From an optimization exercise on the open Yosys and OpenROAD flow, aimed at small area, a short achievable clock period and few clock cycles; shortcuts taken in it are not production practice. RTL that was checked went through simulation tests only; none was proved equivalent to the original. Power is estimated from default activity; no workload was simulated.

==> flow/design.v (excerpt) <==
module ttt_main (
    input  logic                                reset,
    input  logic                                clock_fast,
    output logic [2:0]                          stage,
    input  logic [4-1:0]        processor_id_in,
    output logic [4-1:0]        processor_id_out,
    input  logic [4-1:0]     good_tokens_in,
    input  logic [4-1:0]     bad_tokens_in,
    output logic [1:0]                          token_startstop,
    output logic                                output_valid,
    input  logic [4:0]                          instruction,
    input  logic [6-1:0]        connection_id_in,
    input  logic [8-1:0]           prog_data
);
For scale: ~1,100 flip-flops, roughly 43 I/O pins, about 0.048 mm² of cells after synthesis.
make LEC_CHECK=0 ABC_CLOCK_PERIOD_IN_PS=3000 CAP_MARGIN=30 CORE_MARGIN=2 CORE_UTILIZATION=40 CTS_BUF_LIST=sky130_fd_sc_hd__clkbuf_16 CTS_CLUSTER_DIAMETER=60 CTS_CLUSTER_SIZE=20 SETUP_SLACK_MARGIN=3.3 SLEW_MARGIN=20 finish   # period 6.5 ns
run.sh (not shown) runs the stock make flow with config.mk's settings and CLKGATE_MAP_FILE= SYNTH_SCRIPT=/design/flow/synth_recipe.tcl, a recipe that flattens the netlist after the stock synthesis.
The first run ran to the end with no violations.
Rerun with:
--- a/flow/design.v
+++ b/flow/design.v
@@ -64,15 +64,14 @@
     logic [NP-1:0] act_now;
     always_comb begin
         for (int i = 0; i < NP; i++)
             act_now[i] = ge8(g_cnt[i], g_thr[i]) && !ge8(b_cnt[i], b_thr[i]);
     end
     logic [NP-1:0] src_pend;
     logic [NP-1:0] src_one;      
-    logic [NP-1:0] one_q;        
     logic          have_src;
     logic [5:0]    w_rem;
     logic          have0;
     logic          have1;
     logic          take1;        
     logic          last_step;
     logic          do_load;
@@ -81,24 +80,21 @@
     logic [3:0]    ld_id;
     logic          ld_start;
     assign src_pend  = pend;
     assign have_src  = |src_pend;
     assign w_rem     = w_end - w_idx;
     assign have0     = (w_rem != 6'd0);
     assign have1     = (w_rem[5:1] != 5'd0);
-    function automatic logic [NP-1:0] lowest(input logic [NP-1:0] v);
+    always_comb begin
         logic [NP-1:0] seen;
         seen = '0;
         for (int i = 0; i < NP; i++) begin
-            lowest[i] = v[i] && !seen[i];
-            if (i + 1 < NP) seen[i+1] = seen[i] | v[i];
+            src_one[i] = src_pend[i] && !seen[i];
+            if (i + 1 < NP) seen[i+1] = seen[i] | src_pend[i];
         end
-    endfunction
-    assign src_one = one_q;
-    always_comb begin
         ld_first = '0;
         ld_end = '0;
         ld_id = '0;
         ld_start = 1'b0;
         for (int i = 0; i < NP; i++) begin
             if (src_one[i]) begin
                 ld_first = ld_first | first[i];
@@ -202,15 +198,14 @@
         for (int i = 0; i <= NP; i++) in_hit[i] = (processor_id_in == 4'(i));
     end
     always_ff @(posedge clock_fast) begin
         if (reset) begin
             busy <= 1'b0;
             r_first <= 1'b0;
             pend <= '0;
-            one_q <= '0;
             w_idx <= '0;
             w_end <= '0;
             w_stop <= 1'b0;
             output_valid <= 1'b0;
             x_add <= 1'b0;
             x_gthr <= 1'b0;
             x_bthr <= 1'b0;
@@ -262,15 +257,14 @@
                 if (is_adv) begin
                     busy <= 1'b1;
                     r_first <= 1'b1;
                 end
             end else if (r_first) begin
                 r_first <= 1'b0;
                 pend <= act_now ^ act;
-                one_q <= lowest(act_now ^ act);
                 if (act_now == act) busy <= 1'b0;
             end else begin
                 if (have0) begin
                     x_add <= rd_x[0] || (take1 && rd_x[1]);
                     x_hit <= {6'd0, rd_x[0] ? rd_hit[0] : rd_hit[1]};
                     x_data <= rd_x[0] ? rd_wt[0] : rd_wt[1];
                     x_neg <= w_stop;
@@ -282,15 +276,14 @@
                     w_idx <= ld_first;
                     w_end <= ld_end;
                     w_stop <= !ld_start;
                     output_valid <= 1'b1;
                     processor_id_out <= ld_id;
                     token_startstop <= {ld_start, !ld_start};
                     pend <= src_pend & ~src_one;
-                    one_q <= lowest(src_pend & ~src_one);
                 end
                 if (!have_src && last_step) busy <= 1'b0;
             end
         end
     end
     always_ff @(posedge clock_fast) begin
         if (busy && !r_first && do_load) begin
Outcome:
- total power falls by 14%
- clock power went down by about 1%
- wire length came out lower by 4.0%
- setup slack got worse by 67 ps
- area after synthesis fell by 2.4%
- synthesized cell count came out lower by 3.6%
- register-to-register slack got worse by 70 ps
- design area is lower by 0.98%
- die area came out lower by 2.4%
- combinational power decreases by 50%
- final cell count shrinks by 2.9%
Testbench counts after the change, summed over its fixed seeds: cycles 4,393.
Only the layout flow was run in the first run of this note; the RTL was not checked for function there.

* * *

Another version of the RTL of ttt_main (not shown whole).
For scale: roughly 1100 flip-flops, ~43 I/O pins, ~48000 um^2 of cells after synthesis.
Settings: LEC_CHECK=0, ABC_CLOCK_PERIOD_IN_PS=3000, CAP_MARGIN=30, CORE_MARGIN=2, CORE_UTILIZATION=40, CTS_BUF_LIST=sky130_fd_sc_hd__clkbuf_16, CTS_CLUSTER_DIAMETER=70, CTS_CLUSTER_SIZE=25, SETUP_SLACK_MARGIN=3.3, SLEW_MARGIN=20; clock period 6.5 ns.
==> next run, changes <==
--- a/flow/design.v
+++ b/flow/design.v
@@ -40,17 +40,16 @@
     logic [5:0]  x_cid;
     logic [7:0]  x_data;
     logic        x_neg;       
     logic [NP/2-1:0] y_hit;   
     logic [7:0]      y_data;
     logic          busy;        
     logic          busy_o;      
     logic          r_first;     
-    logic [NP-1:0] mod_q;
     logic [NP-1:0] pend;        
     logic [5:0]    w_idx;       
     logic [5:0]    w_end;       
     logic          w_stop;      
     logic [3:0]    m_lo [2];
     logic [NG-1:0] m_hi [2];
     function automatic logic ge8(input logic [7:0] a, input logic [7:0] b);
         logic [7:0] ua;
@@ -100,17 +99,17 @@
         ld_end = '0;
         ld_id = '0;
         ld_start = 1'b0;
         for (int i = 0; i < NP; i++) begin
             if (src_one[i]) begin
                 ld_first = ld_first | first[i];
                 ld_end = ld_end | first[i+1];
                 ld_id = ld_id | 4'(i);
-                ld_start = ld_start | (act[i] ^ r_first);
+                ld_start = ld_start | act[i];
             end
         end
     end
     logic [13:0]     rd_bank [2];    
     logic [NP/2-1:0] bk_hit [2];     
     logic [1:0]      bk_x;
     logic [1:0]      bk_y;
     logic [7:0]      rd_wt [2];
@@ -145,25 +144,17 @@
         rd_hit[1] = w_idx[0] ? bk_hit[0] : bk_hit[1];
         rd_x = w_idx[0] ? {bk_x[0], bk_x[1]} : bk_x;
         rd_y = w_idx[0] ? {bk_y[0], bk_y[1]} : bk_y;
     end
     logic pair_ok;
     assign pair_ok = !(bk_x[0] && bk_x[1]) && !(bk_y[0] && bk_y[1]);
     assign take1 = have1 && pair_ok;
     assign last_step = (w_rem[5:1] == 5'd0) || ((w_rem == 6'd2) && take1);
-    logic first_sure;
-    always_comb begin
-        logic [NP-1:0] at_or_below;
-        at_or_below[NP-1] = one_q[NP-1];
-        for (int i = NP - 2; i >= 0; i--) at_or_below[i] = at_or_below[i+1] | one_q[i];
-        if (one_q == '0) first_sure = (mod_q == '0);
-        else first_sure = !(|(mod_q & at_or_below));
-    end
-    assign do_load = have_src && last_step && (!r_first || first_sure);
+    assign do_load = have_src && last_step;
     function automatic logic signed [7:0] sat_add(input logic signed [7:0] c,
                                                   input logic signed [3:0] a);
         logic [4:0] lo;
         logic [3:0] hi_inc;
         logic [3:0] hi_dec;
         logic [3:0] hi;
         logic       ovf;
         lo = {1'b0, c[3:0]} + {1'b0, a};
@@ -266,39 +257,21 @@
                             x_data <= {good_tokens_in, bad_tokens_in};
                             y_data <= {good_tokens_in, bad_tokens_in};
                         end
                     end
                 endcase
                 if (is_adv) begin
                     busy <= 1'b1;
                     r_first <= 1'b1;
-                    pend <= act_now ^ act;
-                    one_q <= lowest(act_now ^ act);
-                end
-                for (int i = 0; i < NP / 2; i++) begin
-                    mod_q[i] <= (x_add || x_gthr || x_bthr || x_upd) && x_hit[i];
-                    mod_q[NP/2+i] <= y_hit[i] ||
-                                     ((x_gthr || x_bthr || x_upd) && x_hit[NP/2+i]);
                 end
             end else if (r_first) begin
                 r_first <= 1'b0;
-                if (do_load) begin
-                    w_idx <= ld_first;
-                    w_end <= ld_end;
-                    w_stop <= !ld_start;
-                    output_valid <= 1'b1;
-                    processor_id_out <= ld_id;
-                    token_startstop <= {ld_start, !ld_start};
-                    pend <= (act_now ^ act) & ~src_one;
-                    one_q <= lowest((act_now ^ act) & ~src_one);
-                end else begin
-                    pend <= act_now ^ act;
-                    one_q <= lowest(act_now ^ act);
-                end
+                pend <= act_now ^ act;
+                one_q <= lowest(act_now ^ act);
                 if (act_now == act) busy <= 1'b0;
             end else begin
                 if (have0) begin
                     x_add <= rd_x[0] || (take1 && rd_x[1]);
                     x_hit <= {6'd0, rd_x[0] ? rd_hit[0] : rd_hit[1]};
                     x_data <= rd_x[0] ? rd_wt[0] : rd_wt[1];
                     x_neg <= w_stop;
                     y_hit <= rd_y[0] ? rd_hit[0] : (take1 && rd_y[1] ? rd_hit[1] : '0);
@@ -315,17 +288,17 @@
                     pend <= src_pend & ~src_one;
                     one_q <= lowest(src_pend & ~src_one);
                 end
                 if (!have_src && last_step) busy <= 1'b0;
             end
         end
     end
     always_ff @(posedge clock_fast) begin
-        if (busy && do_load) begin
+        if (busy && !r_first && do_load) begin
             logic [3:0]    lo;
             logic [NG-1:0] hi;
             for (int k = 0; k < 4; k++) lo[k] = (ld_first[2:1] == 2'(k));
             for (int j = 0; j < NG; j++) hi[j] = (ld_first[5:3] == 3'(j));
             m_lo[1] <= lo;
             m_hi[1] <= hi;
             if (ld_first[0]) begin
                 m_lo[0] <= {lo[2:0], lo[3]};
The changed run completed with no timing, DRC or antenna violations.
Core utilization is lower by 1.0 points.
Critical path depth is lower by 6.
Power is higher by 4.7%.
Via count is lower by about 3%.
Setup slack gets better by 0.34 ns.
Function was not checked in any run of this note: the RTL went through the layout flow alone.

* * *

## the reference run
Another version of the RTL of ttt_main (not shown whole).
Size in the first run: roughly 3400 cells after synthesis, ~1100 flip-flops, roughly 43 I/O pins, roughly 0.047 mm2 of cells after synthesis.
clock: 6.5 ns
lec_check: 0
abc_clock_period_in_ps: 3000
cap_margin: 30
core_margin: 2
core_utilization: 40
cts_buf_list: sky130_fd_sc_hd__clkbuf_16
cts_cluster_diameter: 60
cts_cluster_size: 20
setup_slack_margin: 3.0
slew_margin: 20
In summary, the reference run completed successfully, with a layout that passed the timing, design-rule and antenna checks.
#### Input delta (the trial run over the reference run)
--- a/flow/design.v
+++ b/flow/design.v
@@ -91,23 +91,23 @@
             if (i + 1 < NP) seen[i+1] = seen[i] | src_pend[i];
         end
         ld_first = '0;
         ld_end = '0;
         ld_id = '0;
         ld_start = 1'b0;
         for (int i = 0; i < NP; i++) begin
             if (src_one[i]) begin
                 ld_first = ld_first | first[i];
                 ld_end = ld_end | first[i+1];
                 ld_id = ld_id | 4'(i);
-                ld_start = ld_start | (r_first ? act_now[i] : act[i]);
+                ld_start = ld_start | act[i];
             end
         end
     end
     logic [11:0]     rd_bank [2];
     logic [NP/2-1:0] bk_hit [2];     
     logic [1:0]      bk_x;
     logic [1:0]      bk_y;
     logic [7:0]      rd_wt [2];
     logic [NP/2-1:0] rd_hit [2];     
     logic [1:0]      rd_x;           
     logic [1:0]      rd_y;           
@@ -130,35 +130,22 @@
         rd_wt[1]  = w_idx[0] ? rd_bank[0][7:0] : rd_bank[1][7:0];
         rd_hit[0] = w_idx[0] ? bk_hit[1] : bk_hit[0];
         rd_hit[1] = w_idx[0] ? bk_hit[0] : bk_hit[1];
         rd_x = w_idx[0] ? {bk_x[0], bk_x[1]} : bk_x;
         rd_y = w_idx[0] ? {bk_y[0], bk_y[1]} : bk_y;
     end
     logic pair_ok;
     assign pair_ok = !(bk_x[0] && bk_x[1]) && !(bk_y[0] && bk_y[1]);
     assign take1 = have1 && pair_ok;
     assign last_step = (w_rem[5:1] == 5'd0) || ((w_rem == 6'd2) && take1);
     assign do_load = have_src && last_step;
-    logic [NP-1:0] true_chg;
-    logic [NP-1:0] true_one;
-    logic          guess_ok;
-    always_comb begin
-        logic [NP-1:0] seen;
-        true_chg = act_now ^ act;
-        seen = '0;
-        for (int i = 0; i < NP; i++) begin
-            true_one[i] = true_chg[i] && !seen[i];
-            if (i + 1 < NP) seen[i+1] = seen[i] | true_chg[i];
-        end
-        guess_ok = (true_one == src_one);
-    end
     function automatic logic signed [7:0] sat_add(input logic signed [7:0] c,
                                                   input logic signed [3:0] a);
         logic [4:0] lo;
         logic [3:0] hi_inc;
         logic [3:0] hi_dec;
         logic [3:0] hi;
         logic       ovf;
         lo = {1'b0, c[3:0]} + {1'b0, a};
         hi_inc = c[7:4] + 4'd1;
         hi_dec = c[7:4] - 4'd1;
         if (!a[3]) begin
@@ -254,36 +241,27 @@
                         if (instruction[2:0] == 3'b001) begin
                             x_add <= |in_hit[NP/2-1:0];
                             y_hit <= in_hit[NP-1:NP/2];
                             x_data <= {good_tokens_in, bad_tokens_in};
                             y_data <= {good_tokens_in, bad_tokens_in};
                         end
                     end
                 endcase
                 if (is_adv) begin
                     busy <= 1'b1;
                     r_first <= 1'b1;
-                    pend <= act_now ^ act;
                 end
             end else if (r_first) begin
                 r_first <= 1'b0;
-                if (do_load) begin
-                    w_idx <= ld_first;
-                    w_end <= guess_ok ? ld_end : ld_first;
-                    w_stop <= !ld_start;
-                    processor_id_out <= ld_id;
-                    token_startstop <= {ld_start, !ld_start};
-                end
-                output_valid <= do_load && guess_ok;
-                pend <= guess_ok ? (true_chg & ~true_one) : true_chg;
-                if (true_chg == '0) busy <= 1'b0;
+                pend <= act_now ^ act;
+                if (act_now == act) busy <= 1'b0;
             end else begin
                 if (have0) begin
                     x_add <= rd_x[0] || (take1 && rd_x[1]);
                     x_hit <= {6'd0, rd_x[0] ? rd_hit[0] : rd_hit[1]};
                     x_data <= rd_x[0] ? rd_wt[0] : rd_wt[1];
                     x_neg <= w_stop;
                     y_hit <= rd_y[0] ? rd_hit[0] : (take1 && rd_y[1] ? rd_hit[1] : '0);
                     y_data <= rd_y[0] ? rd_wt[0] : rd_wt[1];
                     w_idx <= take1 ? w_idx + 6'd2 : w_idx + 6'd1;
                 end
                 if (do_load) begin
@@ -292,23 +270,23 @@
                     w_stop <= !ld_start;
                     output_valid <= 1'b1;
                     processor_id_out <= ld_id;
                     token_startstop <= {ld_start, !ld_start};
                     pend <= src_pend & ~src_one;
                 end
                 if (!have_src && last_step) busy <= 1'b0;
             end
         end
     end
     always_ff @(posedge clock_fast) begin
-        if (busy && do_load) begin
+        if (busy && !r_first && do_load) begin
             logic [3:0]    lo;
             logic [NG-1:0] hi;
             for (int k = 0; k < 4; k++) lo[k] = (ld_first[2:1] == 2'(k));
             for (int j = 0; j < NG; j++) hi[j] = (ld_first[5:3] == 3'(j));
             m_lo[1] <= lo;
             m_hi[1] <= hi;
             if (ld_first[0]) begin
                 m_lo[0] <= {lo[2:0], lo[3]};
                 m_hi[0] <= lo[3] ? {hi[NG-2:0], 1'b0} : hi;
             end else begin
                 m_lo[0] <= lo;
==> comparison <==
- Going from the reference run to the trial run, the effective utilization at floorplan was found to have gone down by 0.16 points.
- Cmp the trial run vs the reference run: post-layout minimum cycle time lower in the trial run
- Fraction of standard cell area in multi-input logic: the trial run and the reference run compared, lower one is the trial run
- From the reference run to the trial run the numbers moved as follows: maximum buffer depth of the clock tree about even, synthesized cell count went down by 118, net count of the finished layout fell 184, core utilization fell 1.7 points.
- Between the reference run and the trial run, the flow reports die area decreasing by a few percent.
- After detailed routing, the reference run needs more wire than the trial run.
- The higher final setup skew of the trial run and the reference run is in the reference run.
- Diff the reference run -> the trial run | area added between synthesis and finish | decrease of 3.8 points
- When the trial run is measured against the reference run, its total leakage power turns out 5.2% lower.
- The total power number comes out higher for the reference run vs the trial run.
- Clock power shrinks by more than 10% when moving from the reference run to the trial run.
- For the reference run, the timing endpoint of the critical path was pend[8]$_SDFFE_PP0P_, unlike the trial run, where it was m_hi[0][4]$_DFFE_PP_.
- Every stage of the flow completed for the reference run, and the final layout passed the timing, design-rule and antenna checks.
- Per the final summary, the trial run finished and its layout is clean on timing, DRC and antenna.
Testbench counts of the trial run, summed over its fixed seeds: cycles 4,393.
The RTL of the reference run was laid out without a check of its function.

[what the ideal ports hide]
No port has a modelled driver above. Below, the same layouts with a new extraction and two added sets of constraints.
Step 1 (the two cells are an assumption about what drives the block):
set clk [get_ports {clock_fast}]
set_driving_cell -lib_cell sky130_fd_sc_hd__clkbuf_16 $clk
set_driving_cell -lib_cell sky130_fd_sc_hd__buf_2 [delete_from_list [all_inputs] $clk]
Step 2 moves the port delays by t, midway between the first and last clock arrival at a register: inputs arrive t later, outputs are due t later. That takes back most of the time a late clock gives input paths.
Slacks: ideal ports / drivers / drivers and shift; pairs: ideal ports / drivers.
run	t (ns)	slack for setup (ns)	hold slack, ns	worst setup path after step 2	clock arrival spread, ns
the first run of note 1	0.716	3.298 / 3.298 / 2.695	0.504 / 0.504 / 0.504	input to register	0.036 / 0.037
the second run of note 1	0.736	3.231 / 3.231 / 2.730	0.491 / 0.491 / 0.491	input to register	0.046 / 0.047
the first run of note 2	0.727	2.983 / 2.983 / 2.509	0.472 / 0.472 / 0.472	input to register	0.056 / 0.056
the second run of note 2	0.768	3.327 / 3.327 / 2.695	0.491 / 0.491 / 0.491	input to register	0.048 / 0.049
the reference run	0.747	2.893 / 2.893 / 2.245	0.491 / 0.491 / 0.491	input to register	0.042 / 0.042
the trial run	0.744	3.021 / 2.994 / 2.643	0.496 / 0.496 / 0.496	input to register	0.036 / 0.035
After both steps setup and hold are still met in every run listed. The setup slack of the reference run, which loses most, moves by 0.000 ns with the drivers and by -0.648 ns with both steps.
